Background: an optimization exercise with open tools, aiming at small area. Do not read the settings as production practice.
Function was checked by simulation only, so behaviour that the tests miss may differ from the original.
Power is estimated from default activity; no workload was simulated.

[config.mk]
export PLATFORM = sky130hd
export DESIGN_NAME = regfile_top
export DESIGN_NICKNAME = regfile_top
export VERILOG_FILES = /design/flow/design.v
export SDC_FILE = /design/flow/constraint.sdc
export NUM_CORES = 4
export LEC_CHECK = 0
export CAP_MARGIN = 20
export CORE_MARGIN = 2
export CORE_UTILIZATION = 25
export PLACE_DENSITY = 0.35
export SLEW_MARGIN = 20
[constraint.sdc]
create_clock -name core_clock -period 5.0 [get_ports {clk}]
set_input_delay 1.0000 -clock core_clock [delete_from_list [all_inputs] [get_ports {clk}]]
set_output_delay 1.0000 -clock core_clock [all_outputs]
set_load 0.01 [all_outputs]
[design.v]
package regfile_pkg;
    localparam int XLEN_DEF = 32;
    localparam int NREG_DEF = 32;
    typedef logic [4:0]  reg_addr_t;
    typedef logic [31:0] reg_data_t;
    localparam reg_addr_t ZERO_REG = '0;
endpackage
module regfile_scoreboard
#(
    parameter int NREG = regfile_pkg::NREG_DEF,
    parameter int AW   = $clog2(NREG),
    parameter int NWR  = 1
) (
    input  logic              clk,
    input  logic              rst_n,
    input  logic [NWR-1:0]    wr_en,
    input  logic [NWR*AW-1:0] wr_addr,
    input  logic              iss_en,
    input  logic [AW-1:0]     iss_addr,
    output logic [NREG-1:0]   busy_q,
    output logic [NREG-1:0]   busy_d,
    output logic              busy_any
);
    logic clr;
    always_comb begin
        busy_d    = busy_q;
        busy_d[0] = 1'b0;
        clr       = 1'b0;
        for (int r = 1; r < NREG; r++) begin
            clr = 1'b0;
            for (int j = 0; j < NWR; j++) begin
                if (wr_en[j] && (wr_addr[j*AW +: AW] == AW'(r))) begin
                    clr = 1'b1;
                end
            end
            if (iss_en && (iss_addr == AW'(r))) begin
                busy_d[r] = 1'b1;
            end else if (clr) begin
                busy_d[r] = 1'b0;
            end
        end
    end
    always_ff @(posedge clk or negedge rst_n) begin
        if (!rst_n) begin
            busy_q   <= '0;
            busy_any <= 1'b0;
        end else begin
            busy_q   <= busy_d;
            busy_any <= |busy_d;
        end
    end
endmodule
module regfile_mp
#(
    parameter int XLEN = regfile_pkg::XLEN_DEF,
    parameter int NREG = regfile_pkg::NREG_DEF,
    parameter int AW   = $clog2(NREG),
    parameter int NRD  = 2,
    parameter int NWR  = 1
) (
    input  logic                clk,
    input  logic                rst_n,
    input  logic [NRD-1:0]      rd_en,
    input  logic [NRD*AW-1:0]   rd_addr,
    output logic [NRD*XLEN-1:0] rd_data,
    output logic [NRD-1:0]      rd_busy,
    input  logic [NWR-1:0]      wr_en,
    input  logic [NWR*AW-1:0]   wr_addr,
    input  logic [NWR*XLEN-1:0] wr_data,
    input  logic                iss_en,
    input  logic [AW-1:0]       iss_addr,
    output logic                busy_any
);
    logic [XLEN-1:0] mem [NREG];
    logic [NREG-1:0] busy_q;
    logic [NREG-1:0] busy_d;
    logic [XLEN-1:0] rd_val [NRD];
    logic [NRD-1:0]  rd_bsy;
    regfile_scoreboard #(
        .NREG (NREG),
        .AW   (AW),
        .NWR  (NWR)
    ) u_scoreboard (
        .clk      (clk),
        .rst_n    (rst_n),
        .wr_en    (wr_en),
        .wr_addr  (wr_addr),
        .iss_en   (iss_en),
        .iss_addr (iss_addr),
        .busy_q   (busy_q),
        .busy_d   (busy_d),
        .busy_any (busy_any)
    );
    always_ff @(posedge clk or negedge rst_n) begin
        if (!rst_n) begin
            for (int r = 0; r < NREG; r++) begin
                mem[r] <= '0;
            end
        end else begin
            for (int j = 0; j < NWR; j++) begin
                if (wr_en[j] && (wr_addr[j*AW +: AW] != AW'(regfile_pkg::ZERO_REG))) begin
                    mem[wr_addr[j*AW +: AW]] <= wr_data[j*XLEN +: XLEN];
                end
            end
        end
    end
    always_comb begin
        for (int i = 0; i < NRD; i++) begin
            rd_val[i] = mem[rd_addr[i*AW +: AW]];
            rd_bsy[i] = busy_d[rd_addr[i*AW +: AW]];
            for (int j = 0; j < NWR; j++) begin
                if (wr_en[j] && (wr_addr[j*AW +: AW] == rd_addr[i*AW +: AW])) begin
                    rd_val[i] = wr_data[j*XLEN +: XLEN];
                end
            end
            if (rd_addr[i*AW +: AW] == AW'(regfile_pkg::ZERO_REG)) begin
                rd_val[i] = '0;
                rd_bsy[i] = 1'b0;
            end
        end
    end
    always_ff @(posedge clk or negedge rst_n) begin
        if (!rst_n) begin
            rd_data <= '0;
            rd_busy <= '0;
        end else begin
            for (int i = 0; i < NRD; i++) begin
                if (rd_en[i]) begin
                    rd_data[i*XLEN +: XLEN] <= rd_val[i];
                    rd_busy[i]              <= rd_bsy[i];
                end
            end
        end
    end
endmodule
module regfile_top (
    input  logic         clk,
    input  logic         rst_n,
    input  logic [1:0]   rd_en,
    input  logic [9:0]   rd_addr,
    output logic [63:0]  rd_data,
    output logic [1:0]   rd_busy,
    input  logic [1:0]   wr_en,
    input  logic [9:0]   wr_addr,
    input  logic [63:0]  wr_data,
    input  logic         iss_en,
    input  logic [4:0]   iss_addr,
    output logic         busy_any
);
    regfile_mp #(
        .XLEN (32),
        .NREG (32),
        .NRD  (2),
        .NWR  (2)
    ) u_rf (
        .clk      (clk),
        .rst_n    (rst_n),
        .rd_en    (rd_en),
        .rd_addr  (rd_addr),
        .rd_data  (rd_data),
        .rd_busy  (rd_busy),
        .wr_en    (wr_en),
        .wr_addr  (wr_addr),
        .wr_data  (wr_data),
        .iss_en   (iss_en),
        .iss_addr (iss_addr),
        .busy_any (busy_any)
    );
endmodule
[run.sh]
#!/bin/bash
# synth_recipe.tcl (not shown) runs the flow's synth.tcl, then flattens the netlist and writes it again
# the make line also repeats each setting of config.mk as NAME=value (left out here)
make -C /OpenROAD-flow-scripts/flow DESIGN_CONFIG=/design/flow/config.mk WORK_HOME=/design/flow/orfs CLKGATE_MAP_FILE= SYNTH_SCRIPT=/design/flow/synth_recipe.tcl finish
==> impl_metrics.json <==
{
  "peakVddDrop_mv": 0.363,
  "io_pins": 163,
  "use_met2": 0.616,
  "rsz0062_at_grt": "false",
  "routed_wirelength_mm": 588,
  "power_leakage_nw": 34.4,
  "finalPower_mw": 32.2,
  "placed_area_sq_mm": 0.0727,
  "fin_area_sq_mm": 0.0779,
  "nFillCells": 26518,
  "ys_types": 86,
  "dieArea_sq_mm": 0.260,
  "yosysTopAreaCell": "dfrtp_1",
  "layout-drive-gt1-share": 0.135,
  "maxCapViolCount": 0,
  "core-area_sq_mm": 0.254,
  "grtUsageTotal": 0.438,
  "ys.warnings.count": 4,
  "dp_hpwl_mm": 368,
  "yosysMostFrequentCell": "dfrtp_1",
  "post_cts_buffers": 0,
  "use_met3": 0.140,
  "min_period_ps": 4220,
  "async_reset_ff_frac": 1.00,
  "cts_resized": 0,
  "finalSetupViolCount": 0,
  "ys_seq_area_frac": 0.426,
  "busiest_layer": "met2",
  "die-width_microns": 510,
  "worstSetupPathType": "in -> reg",
  "clock_sinks": 1090,
  "fin_ws_ps": 778,
  "hold_viol": 0,
  "grt_pass1_vias": 68624,
  "grt_pass1_wl_mm": 747,
  "crit_start": "rd_addr[5]",
  "tns_ps": 0,
  "path_clk_slew_ps": 60,
  "netlist_area_sq_mm": 0.0640,
  "clk_latency_ps": 860,
  "htreeDepth": 4,
  "firstDrtPassIters": 9,
  "nNetsFinal": 7642,
  "rows": 185,
  "synth.top_cells.by_area": "dfrtp_1, a22oi_1, mux2i_1",
  "area.growth.synth_to_final_pct": 21.7,
  "synth-edff-count": 0,
  "start_kind": "primary input",
  "clockBufferDepth": 3,
  "fmax_mhz": 237,
  "syn_inst": 7549,
  "synth_fp_nets": 7645,
  "slew_headroom": 0.0994,
  "final_cells": 11079,
  "fin_skew_ps": 36.6,
  "power.density_mw_per_mm2": 413,
  "numCtsBuffers": 151,
  "die_h_microns": 510,
  "status": "finished clean",
  "via_per_inst": 6.90,
  "cts_hold_buf": 0,
  "synth_common_cells": "dfrtp_1, nor2_1, nand2_1, a22oi_1, clkbuf_1",
  "syn_area_per_cell_sq_um": 8.47,
  "drcViolationCount": 0,
  "dpl_worst_slack_ps": 209,
  "critical_path_arrival_ps": 4970,
  "drv_slew": 0,
  "portBuffers": 162,
  "gr-total-overflow": 0,
  "cts-root-buf": "clkbuf_16",
  "gp_congestion": 1.02,
  "path_max_fanout": 12,
  "fin_crit_sh": 0.844,
  "grt_antenna_before_repair": 87,
  "synth-seq-cells": 1090,
  "dp_cells": 10759,
  "rr_startpoint": "u_rf.mem[13][23]$_DFF_PN0_",
  "use_met1": 0.559,
  "grt_max_degree": 132,
  "hold_class": "in -> async",
  "num_vias": 76438,
  "worstSetupEndpointType": "flop",
  "tightest_slew_ps": 1320,
  "netlist.area_leader.share": 0.426,
  "cp.required_ps": 5750,
  "wire_per_inst_microns": 53.0,
  "yosys_most_used_dff": "dfrtp_1",
  "start_util": 0.251,
  "drt_iter0_markers": 14803,
  "cts_tree": "yes",
  "detail-route-antenna-nets": 0
}
==> flip-flops by register name (all words and copies together) (netlist names) <==
signal,count
u_rf.mem,992
u_rf.rd_data,64
u_rf.u_scoreboard.busy_q,31
u_rf.rd_busy,2
u_rf.u_scoreboard.busy_any,1
==> layer usage <==
layer	routed length, microns	vias to the layer above
met4	51900	32
met3	70300	2170
li1	-	28010
met1	227000	39044
met2	239000	7182
met5	213	-
==> layout by cell type, fill, tap and decap left out, types with 147 or more instances in the layout <==
master	count
clkbuf_16	152
and3_1	215
a31oi_1	229
clkdlybuf4s50_1	147
nand4_1	148
mux2i_1	404
a22oi_1	914
a21oi_1	411
dfrtp_1	1090
nand3_1	149
buf_4	459
nor2_1	901
nand2_1	884
o21ai_0	419
a221oi_1	148
==> critical path, cell delays in order <==
cell       delay [ps]
buf_2             340
nor2_2            300
buf_4             280
and2_2            490
a2111oi_0        1250
nand3_1           310
nor4_1            510
buf_4             230
o31a_1            160
o2bb2ai_1          80
==> cell families after synthesis <==
family	count (synthesis)	synth area share
AOI/OAI and AO/OA	2450	0.261
xor gates and xnor gates	20	0.00274
buffers and inverters	885	0.0555
muxes	408	0.0641
and+or+nand+nor	2696	0.190
DFF	1090	0.426
==> worst paths after layout <==
path                                                      to  slack [ps]  cells past startpoint
worst max-delay path            u_rf.rd_data[55]$_DFFE_PN0P_         780                     10
worst min-delay path                u_rf.mem[1][9]$_DFF_PN0_         100                      1
worst max register to register  u_rf.rd_data[55]$_DFFE_PN0P_        1740                      7
worst min register to register  u_rf.rd_data[31]$_DFFE_PN0P_         490                      1
max in group asynchronous         u_rf.mem[18][25]$_DFF_PN0_        3420                      2
min in group core_clock         u_rf.rd_data[31]$_DFFE_PN0P_         490                      1
==> through the flow <==
step	utilization	hold slack [ps]
floorplan	-	490
global placement	0.286	475
detailed placement	0.286	473
CTS	0.306	108
global route	0.306	113
finish	0.306	98.6
==> layout make-up <==
type,instances,area [sq um],area share
sequential,1090,27300,0.350
antenna,51,128,0.00164
multi-input combinational,5574,34200,0.440
inverter,10,37.5,0.000482
timing repair buffer,719,6970,0.0895
clock buffer,213,4340,0.0558
clock inverter,56,668,0.00858
tap,3366,4210,0.0541
==> power breakdown <==
| group | total, mW | internal [mW] | switching (mW) |
|---|---|---|---|
| combinational | 6.08 | 2.51 | 3.57 |
| clock | 11.5 | 6.54 | 4.98 |
| sequential | 14.6 | 11.1 | 3.43 |

## what the ideal ports hide
No port has a modelled driver above. Below, the same layout with a new extraction and two added sets of constraints. Step 1 (the two cells are an assumption about what drives the block):
set clk [get_ports {clk}]
set_driving_cell -lib_cell sky130_fd_sc_hd__clkbuf_16 $clk
set_driving_cell -lib_cell sky130_fd_sc_hd__buf_2 [delete_from_list [all_inputs] $clk]
Step 2 moves the port delays by t, midway between the first and last clock arrival at a register: inputs arrive t later, outputs are due t later. That takes back most of the time a late clock gives input paths. Slacks: ideal / step 1 / step 2; pairs: ideal / step 1.
t (ns): 0.949
setup WS [ns]: 0.778 / 0.823 / -0.125
slew at the worst register clock pin (ns): 0.07 / 0.07
With both steps, setup timing fails in this run, where it was met with ideal ports. The setup slack of this run moves by +0.045 ns with the drivers and by -0.903 ns with both steps.
